Context: an optimization exercise on an open-source flow, tuned for small area, a short achievable clock period and few clock cycles. The choices shown serve that exercise and are no tape-out recipe.
Power and IR drop assume default switching activity.

==> v14: inputs <==
Design requant_argmax_pipe, start of the top module:
module requant_argmax_pipe #(
  parameter int ACC_W       = 25,
  parameter int OUT_W       = 8,
  parameter int MULT_W      = 16,
  parameter int SHIFT_W     = 5,
  parameter int NUM_CLASSES = 10,
  parameter int IDX_W       = $clog2(NUM_CLASSES)
) (
  input  logic                     clk,
  input  logic                     rst_n,
  input  logic                     cfg_load,
  input  logic signed [ACC_W-1:0]  cfg_bias,
  input  logic        [MULT_W-1:0] cfg_mult,
  input  logic       [SHIFT_W-1:0] cfg_shift,
  input  logic                     cfg_round,
  input  logic signed [OUT_W-1:0]  cfg_offset,
  input  logic signed [OUT_W-1:0]  cfg_min,
  input  logic signed [OUT_W-1:0]  cfg_max,
  output logic                     busy,
  input  logic                     in_valid,
  output logic                     in_ready,
  input  logic signed [ACC_W-1:0]  in_data,
  input  logic                     in_last,
  output logic                     out_valid,
  input  logic                     out_ready,
  output logic signed [OUT_W-1:0]  out_data,
  output logic                     out_last,
  output logic                     argmax_valid,
  output logic        [IDX_W-1:0]  argmax_idx,
  output logic signed [OUT_W-1:0]  argmax_val
);
==> flow/config.mk <==
export PLATFORM = sky130hd
export DESIGN_NAME = requant_argmax_pipe
export DESIGN_NICKNAME = requant_argmax_pipe
export VERILOG_FILES = /design/flow/design.v
export SDC_FILE = /design/flow/constraint.sdc
export NUM_CORES = 4
export LEC_CHECK = 0
export ABC_AREA = 1
export CAP_MARGIN = 20
export CORE_MARGIN = 2
export CORE_UTILIZATION = 40
export CTS_BUF_LIST = sky130_fd_sc_hd__clkbuf_16
export CTS_CLUSTER_DIAMETER = 100
export CTS_CLUSTER_SIZE = 30
export SLEW_MARGIN = 20
==> flow/constraint.sdc <==
create_clock -name core_clock -period 12.0 [get_ports {clk}]
set_input_delay 2.4000 -clock core_clock [delete_from_list [all_inputs] [get_ports {clk}]]
set_output_delay 2.4000 -clock core_clock [all_outputs]
set_load 0.01 [all_outputs]
standard.sh (not shown) runs the stock make flow with config.mk's settings and CLKGATE_MAP_FILE= SYNTH_SCRIPT=/design/flow/synth_recipe.tcl, a recipe that flattens the netlist after the stock synthesis.
==> flow/flow/run.sh <==
#!/bin/bash
# The standard ORFS layout (standard.sh), with two changes to how it is
# made: repair_timing aims for 8.5 ns of setup slack at the design's clock
# period, and the port buffers are buf_2.
set -euo pipefail
bash standard.sh SETUP_SLACK_MARGIN=8.5 "BUFFER_PORTS_ARGS=-buffer_cell sky130_fd_sc_hd__buf_2" finish > standard_flow.log 2>&1
==> v2: changes against v14 <==
--- a/flow/design.v
+++ b/flow/design.v
@@ -83,83 +83,17 @@
   logic        [10:0] u_q;
   logic               fits_q, sgn_q;
   logic               vd_q, vs_q, vt_q, vu_q;
   logic               ld_q, ls_q, lt_q, lu_q;
   logic signed [25:0] s_sum;
   logic        [25:0] sadd_a, sadd_b;
   assign sadd_a = {d_q[24], d_q};
   assign sadd_b = {bias_q[24], bias_q};
-  logic [25:0] sad_g0, sad_p0;
-  assign sad_g0 = sadd_a & sadd_b;
-  assign sad_p0 = sadd_a ^ sadd_b;
-  logic sad_G1; assign sad_G1 = sad_g0[1] | (sad_p0[1] & sad_g0[0]);
-  logic sad_G2; assign sad_G2 = sad_g0[3] | (sad_p0[3] & sad_g0[2]);
-  logic sad_P2; assign sad_P2 = sad_p0[3] & sad_p0[2];
-  logic sad_G3; assign sad_G3 = sad_g0[5] | (sad_p0[5] & sad_g0[4]);
-  logic sad_P3; assign sad_P3 = sad_p0[5] & sad_p0[4];
-  logic sad_G4; assign sad_G4 = sad_g0[7] | (sad_p0[7] & sad_g0[6]);
-  logic sad_P4; assign sad_P4 = sad_p0[7] & sad_p0[6];
-  logic sad_G5; assign sad_G5 = sad_g0[9] | (sad_p0[9] & sad_g0[8]);
-  logic sad_P5; assign sad_P5 = sad_p0[9] & sad_p0[8];
-  logic sad_G6; assign sad_G6 = sad_g0[11] | (sad_p0[11] & sad_g0[10]);
-  logic sad_P6; assign sad_P6 = sad_p0[11] & sad_p0[10];
-  logic sad_G7; assign sad_G7 = sad_g0[13] | (sad_p0[13] & sad_g0[12]);
-  logic sad_P7; assign sad_P7 = sad_p0[13] & sad_p0[12];
-  logic sad_G8; assign sad_G8 = sad_g0[15] | (sad_p0[15] & sad_g0[14]);
-  logic sad_P8; assign sad_P8 = sad_p0[15] & sad_p0[14];
-  logic sad_G9; assign sad_G9 = sad_g0[17] | (sad_p0[17] & sad_g0[16]);
-  logic sad_P9; assign sad_P9 = sad_p0[17] & sad_p0[16];
-  logic sad_G10; assign sad_G10 = sad_g0[19] | (sad_p0[19] & sad_g0[18]);
-  logic sad_P10; assign sad_P10 = sad_p0[19] & sad_p0[18];
-  logic sad_G11; assign sad_G11 = sad_g0[21] | (sad_p0[21] & sad_g0[20]);
-  logic sad_P11; assign sad_P11 = sad_p0[21] & sad_p0[20];
-  logic sad_G12; assign sad_G12 = sad_g0[23] | (sad_p0[23] & sad_g0[22]);
-  logic sad_P12; assign sad_P12 = sad_p0[23] & sad_p0[22];
-  logic sad_G13; assign sad_G13 = sad_g0[25] | (sad_p0[25] & sad_g0[24]);
-  logic sad_P13; assign sad_P13 = sad_p0[25] & sad_p0[24];
-  logic sad_G14; assign sad_G14 = sad_G2 | (sad_P2 & sad_G1);
-  logic sad_G15; assign sad_G15 = sad_G4 | (sad_P4 & sad_G3);
-  logic sad_P15; assign sad_P15 = sad_P4 & sad_P3;
-  logic sad_G16; assign sad_G16 = sad_G6 | (sad_P6 & sad_G5);
-  logic sad_P16; assign sad_P16 = sad_P6 & sad_P5;
-  logic sad_G17; assign sad_G17 = sad_G8 | (sad_P8 & sad_G7);
-  logic sad_P17; assign sad_P17 = sad_P8 & sad_P7;
-  logic sad_G18; assign sad_G18 = sad_G10 | (sad_P10 & sad_G9);
-  logic sad_P18; assign sad_P18 = sad_P10 & sad_P9;
-  logic sad_G19; assign sad_G19 = sad_G12 | (sad_P12 & sad_G11);
-  logic sad_P19; assign sad_P19 = sad_P12 & sad_P11;
-  logic sad_G20; assign sad_G20 = sad_G15 | (sad_P15 & sad_G14);
-  logic sad_G21; assign sad_G21 = sad_G17 | (sad_P17 & sad_G16);
-  logic sad_P21; assign sad_P21 = sad_P17 & sad_P16;
-  logic sad_G22; assign sad_G22 = sad_G19 | (sad_P19 & sad_G18);
-  logic sad_P22; assign sad_P22 = sad_P19 & sad_P18;
-  logic sad_G23; assign sad_G23 = sad_G21 | (sad_P21 & sad_G20);
-  logic sad_G24; assign sad_G24 = sad_G22 | (sad_P22 & sad_G23);
-  logic sad_G25; assign sad_G25 = sad_G16 | (sad_P16 & sad_G20);
-  logic sad_G26; assign sad_G26 = sad_G18 | (sad_P18 & sad_G23);
-  logic sad_G27; assign sad_G27 = sad_G3 | (sad_P3 & sad_G14);
-  logic sad_G28; assign sad_G28 = sad_G5 | (sad_P5 & sad_G20);
-  logic sad_G29; assign sad_G29 = sad_G7 | (sad_P7 & sad_G25);
-  logic sad_G30; assign sad_G30 = sad_G9 | (sad_P9 & sad_G23);
-  logic sad_G31; assign sad_G31 = sad_G11 | (sad_P11 & sad_G26);
-  logic sad_G32; assign sad_G32 = sad_G13 | (sad_P13 & sad_G24);
-  logic sad_G33; assign sad_G33 = sad_g0[2] | (sad_p0[2] & sad_G1);
-  logic sad_G34; assign sad_G34 = sad_g0[4] | (sad_p0[4] & sad_G14);
-  logic sad_G35; assign sad_G35 = sad_g0[6] | (sad_p0[6] & sad_G27);
-  logic sad_G36; assign sad_G36 = sad_g0[8] | (sad_p0[8] & sad_G20);
-  logic sad_G37; assign sad_G37 = sad_g0[10] | (sad_p0[10] & sad_G28);
-  logic sad_G38; assign sad_G38 = sad_g0[12] | (sad_p0[12] & sad_G25);
-  logic sad_G39; assign sad_G39 = sad_g0[14] | (sad_p0[14] & sad_G29);
-  logic sad_G40; assign sad_G40 = sad_g0[16] | (sad_p0[16] & sad_G23);
-  logic sad_G41; assign sad_G41 = sad_g0[18] | (sad_p0[18] & sad_G30);
-  logic sad_G42; assign sad_G42 = sad_g0[20] | (sad_p0[20] & sad_G26);
-  logic sad_G43; assign sad_G43 = sad_g0[22] | (sad_p0[22] & sad_G31);
-  logic sad_G44; assign sad_G44 = sad_g0[24] | (sad_p0[24] & sad_G24);
-  assign s_sum = {(sad_p0[25] ^ sad_G44), (sad_p0[24] ^ sad_G24), (sad_p0[23] ^ sad_G43), (sad_p0[22] ^ sad_G31), (sad_p0[21] ^ sad_G42), (sad_p0[20] ^ sad_G26), (sad_p0[19] ^ sad_G41), (sad_p0[18] ^ sad_G30), (sad_p0[17] ^ sad_G40), (sad_p0[16] ^ sad_G23), (sad_p0[15] ^ sad_G39), (sad_p0[14] ^ sad_G29), (sad_p0[13] ^ sad_G38), (sad_p0[12] ^ sad_G25), (sad_p0[11] ^ sad_G37), (sad_p0[10] ^ sad_G28), (sad_p0[9] ^ sad_G36), (sad_p0[8] ^ sad_G20), (sad_p0[7] ^ sad_G35), (sad_p0[6] ^ sad_G27), (sad_p0[5] ^ sad_G34), (sad_p0[4] ^ sad_G14), (sad_p0[3] ^ sad_G33), (sad_p0[2] ^ sad_G1), (sad_p0[1] ^ sad_g0[0]), (sad_p0[0])};
+  assign s_sum = sadd_a + sadd_b;
   logic signed [25:0] s;
   logic        [41:0] pa, pb;
   logic        [8:0]  mul_one;
   logic        [7:0]  mul_two, mul_neg;
   assign s = s_q;
   assign mul_one = bone_q;
   assign mul_two = btwo_q;
   assign mul_neg = bneg_q;
@@ -1234,22 +1168,19 @@
   logic mul_w391;
   logic mul_w392;
   assign mul_w391 = mul_y8[25] ^ 1'b1;
   assign mul_w392 = mul_y8[25] & 1'b1;
   assign pa = {mul_w391, mul_w389, mul_w387, mul_w385, mul_w383, mul_w381, mul_w379, mul_w377, mul_w375, mul_w373, mul_w371, mul_w369, mul_w367, mul_w365, mul_w363, mul_w361, mul_w359, mul_w357, mul_w355, mul_w353, mul_w351, mul_w349, mul_w347, mul_w345, mul_w343, mul_w341, mul_w339, mul_w337, mul_w335, mul_w333, mul_w331, mul_w329, mul_w327, mul_w325, mul_w323, mul_w321, mul_w319, mul_w317, mul_w315, mul_w313, mul_y0[1], mul_y0[0]};
   assign pb = {mul_w390, mul_w388, mul_w386, mul_w384, mul_w382, mul_w380, mul_w378, mul_w376, mul_w374, mul_w372, mul_w370, mul_w368, mul_w366, mul_w364, mul_w362, mul_w360, mul_w358, mul_w356, mul_w354, mul_w352, mul_w350, mul_w348, mul_w346, mul_w344, mul_w342, mul_w340, mul_w338, mul_w336, mul_w334, mul_w332, mul_w330, mul_w328, mul_w326, mul_w324, mul_w322, mul_w320, mul_w318, mul_w316, mul_w314, mul_neg1, 1'b0, mul_neg0};
   logic signed [41:0] p;
   logic        [41:0] x0;
-  logic        [25:0] x1;
   logic        [17:0] x2;
-  logic        [13:0] x3;
-  logic        [11:0] x4;
   logic        [10:0] x5;
-  logic        [31:0] dif, msk;
+  logic        [32:0] msk;
   logic               sg, fits_d;
   logic [41:0] cpa_g0, cpa_p0;
   assign cpa_g0 = pa_q & pb_q;
   assign cpa_p0 = pa_q ^ pb_q;
   logic cpa_G1; assign cpa_G1 = cpa_g0[1] | (cpa_p0[1] & cpa_g0[0]);
   logic cpa_G2; assign cpa_G2 = cpa_g0[3] | (cpa_p0[3] & cpa_g0[2]);
   logic cpa_P2; assign cpa_P2 = cpa_p0[3] & cpa_p0[2];
   logic cpa_G3; assign cpa_G3 = cpa_g0[5] | (cpa_p0[5] & cpa_g0[4]);
@@ -1417,24 +1348,24 @@
   logic cpa_G102; assign cpa_G102 = cpa_G60 | (cpa_P60 & cpa_G95);
   logic cpa_G103; assign cpa_G103 = cpa_G61 | (cpa_P61 & cpa_G95);
   logic cpa_G104; assign cpa_G104 = cpa_G78 | (cpa_P78 & cpa_G95);
   logic cpa_G105; assign cpa_G105 = cpa_G79 | (cpa_P79 & cpa_G95);
   assign p = {(cpa_p0[41] ^ cpa_G104), (cpa_p0[40] ^ cpa_G103), (cpa_p0[39] ^ cpa_G102), (cpa_p0[38] ^ cpa_G101), (cpa_p0[37] ^ cpa_G100), (cpa_p0[36] ^ cpa_G99), (cpa_p0[35] ^ cpa_G98), (cpa_p0[34] ^ cpa_G97), (cpa_p0[33] ^ cpa_G96), (cpa_p0[32] ^ cpa_G95), (cpa_p0[31] ^ cpa_G94), (cpa_p0[30] ^ cpa_G93), (cpa_p0[29] ^ cpa_G92), (cpa_p0[28] ^ cpa_G91), (cpa_p0[27] ^ cpa_G90), (cpa_p0[26] ^ cpa_G89), (cpa_p0[25] ^ cpa_G88), (cpa_p0[24] ^ cpa_G87), (cpa_p0[23] ^ cpa_G86), (cpa_p0[22] ^ cpa_G85), (cpa_p0[21] ^ cpa_G84), (cpa_p0[20] ^ cpa_G83), (cpa_p0[19] ^ cpa_G82), (cpa_p0[18] ^ cpa_G81), (cpa_p0[17] ^ cpa_G80), (cpa_p0[16] ^ cpa_G69), (cpa_p0[15] ^ cpa_G68), (cpa_p0[14] ^ cpa_G67), (cpa_p0[13] ^ cpa_G66), (cpa_p0[12] ^ cpa_G65), (cpa_p0[11] ^ cpa_G64), (cpa_p0[10] ^ cpa_G63), (cpa_p0[9] ^ cpa_G62), (cpa_p0[8] ^ cpa_G45), (cpa_p0[7] ^ cpa_G44), (cpa_p0[6] ^ cpa_G43), (cpa_p0[5] ^ cpa_G42), (cpa_p0[4] ^ cpa_G23), (cpa_p0[3] ^ cpa_G22), (cpa_p0[2] ^ cpa_G1), (cpa_p0[1] ^ cpa_g0[0]), (cpa_p0[0])};
   always_comb begin
     sg     = p[41];
     x0     = {p[40:0], 1'b0};
-    x1     = shift_q[4] ? x0[41:16] : x0[25:0];
-    x2     = shift_q[3] ? x1[25:8] : x1[17:0];
-    x3     = shift_q[2] ? x2[17:4] : x2[13:0];
-    x4     = shift_q[1] ? x3[13:2] : x3[11:0];
-    x5     = shift_q[0] ? x4[11:1] : x4[10:0];
-    dif    = p[40:9] ^ {32{sg}};
-    for (int j = 0; j < 32; j++) msk[j] = (5'(j) >= shift_q);
-    fits_d = ~|(dif & msk);
+    x2     = '0;
+    for (int j = 0; j < 4; j++)
+      x2 = x2 | (x0[8*j +: 18] & {18{shift_q[4:3] == 2'(j)}});
+    x5     = '0;
+    for (int j = 0; j < 8; j++)
+      x5 = x5 | (x2[j +: 11] & {11{shift_q[2:0] == 3'(j)}});
+    for (int j = 0; j < 33; j++) msk[j] = (6'(j) >= {1'b0, shift_q});
+    fits_d = (&(p[41:9] | ~msk)) || !(|(p[41:9] & msk));
   end
   logic signed [11:0] kx, hi_d, lo_d, hi_q, lo_q;
   logic               mm_q;
   logic        [8:0]  t9;
   logic               gt, lt, selmax, selmin;
   logic signed [7:0]  res;
   always_comb begin
     kx     = $signed({{3{offset_q[7]}}, offset_q, rc_q});
Settings changed: ABC_AREA 1 to unset, CTS_BUF_LIST sky130_fd_sc_hd__clkbuf_16 to unset, CTS_CLUSTER_DIAMETER 100 to 80, CTS_CLUSTER_SIZE 30 to 25.
==> impl_metrics.yaml <==
routing:
  drt-pass1-iter-count: 6
  wl_met2_mm: 38.8
global_routing:
  grt_pass1_vias: 22900
synth:
  synth_top_cells_by_count: "dfxtp_1, inv_1, nand2_1"
  synthMuxAreaShare: 0.0231
critical_path:
  slowest_stage: "or4_1"
  path_depth: 19
status:
  status: "finished clean"
clock_network:
  ctsResizeCount: 166
floorplan:
  rows: 95
power:
  pwr-share-comb: 0.582
  sw_frac_of_total: 0.449
That was v2.
==> impl_metrics.yaml <==
status:
  status: "finished clean"
routing:
  drt-pass1-iter-count: 7
  wl_met2_mm: 34.1
  first_iter_violations: 2363
power:
  seq_power_share: 0.249
  pwr-share-comb: 0.643
  power_clock_w: 0.000798
  sw_frac_of_total: 0.487
clock_network:
  ctsResizeCount: 74
  cts_root_buf: "clkbuf_16"
critical_path:
  critPathKind: "reg -> out"
  path_depth: 1
  slowest_stage: "dfxtp_4"
worst_hold_path:
  holdPathEnd: "ls_q$_DFF_P_"
placed_design:
  gp_congestion: 0.935
global_routing:
  grt_pass1_vias: 21000
synth:
  synth_top_cells_by_count: "nand2_1, inv_1, dfxtp_1"
  netlist_instances: 3255
  synth_top_family_by_area: "adder cells"
  synthMuxAreaShare: 0.000425
floorplan:
  rows: 94
That was v14.
Function was not checked in any run of this note: the RTL went through the layout flow alone.

-- what the ideal ports hide --
In the flow no input, the clock included, has a driving cell. The finished layouts below were timed again as built, in two steps. Step 1 sets driving cells, clkbuf_16 on the clock port and buf_2 on the other inputs (assumed; they add their load-dependent delay and slew). Step 2 times the ports against the registers' clock, not the clock port: input delays grow and output delays shrink by t, the midpoint of the rising clock arrivals with the driver on. a / b / c = no drivers / after step 1 / after step 2; a / b = the first two.
run	shift t [ns]	setup WS [ns]	hold WS [ns]	clock arrival spread, ns	slew at the worst register clock pin (ns)
v14	0.625	8.522 / 8.456 / 8.090	0.344 / 0.344 / 0.344	0.034 / 0.033	0.12 / 0.12
v2	0.665	7.203 / 7.203 / 7.203	0.338 / 0.338 / 0.338	0.031 / 0.031	0.10 / 0.10
After both steps setup and hold are still met in every run listed. The setup slack of v14, which loses most, moves by -0.066 ns with the drivers and by -0.432 ns with both steps.
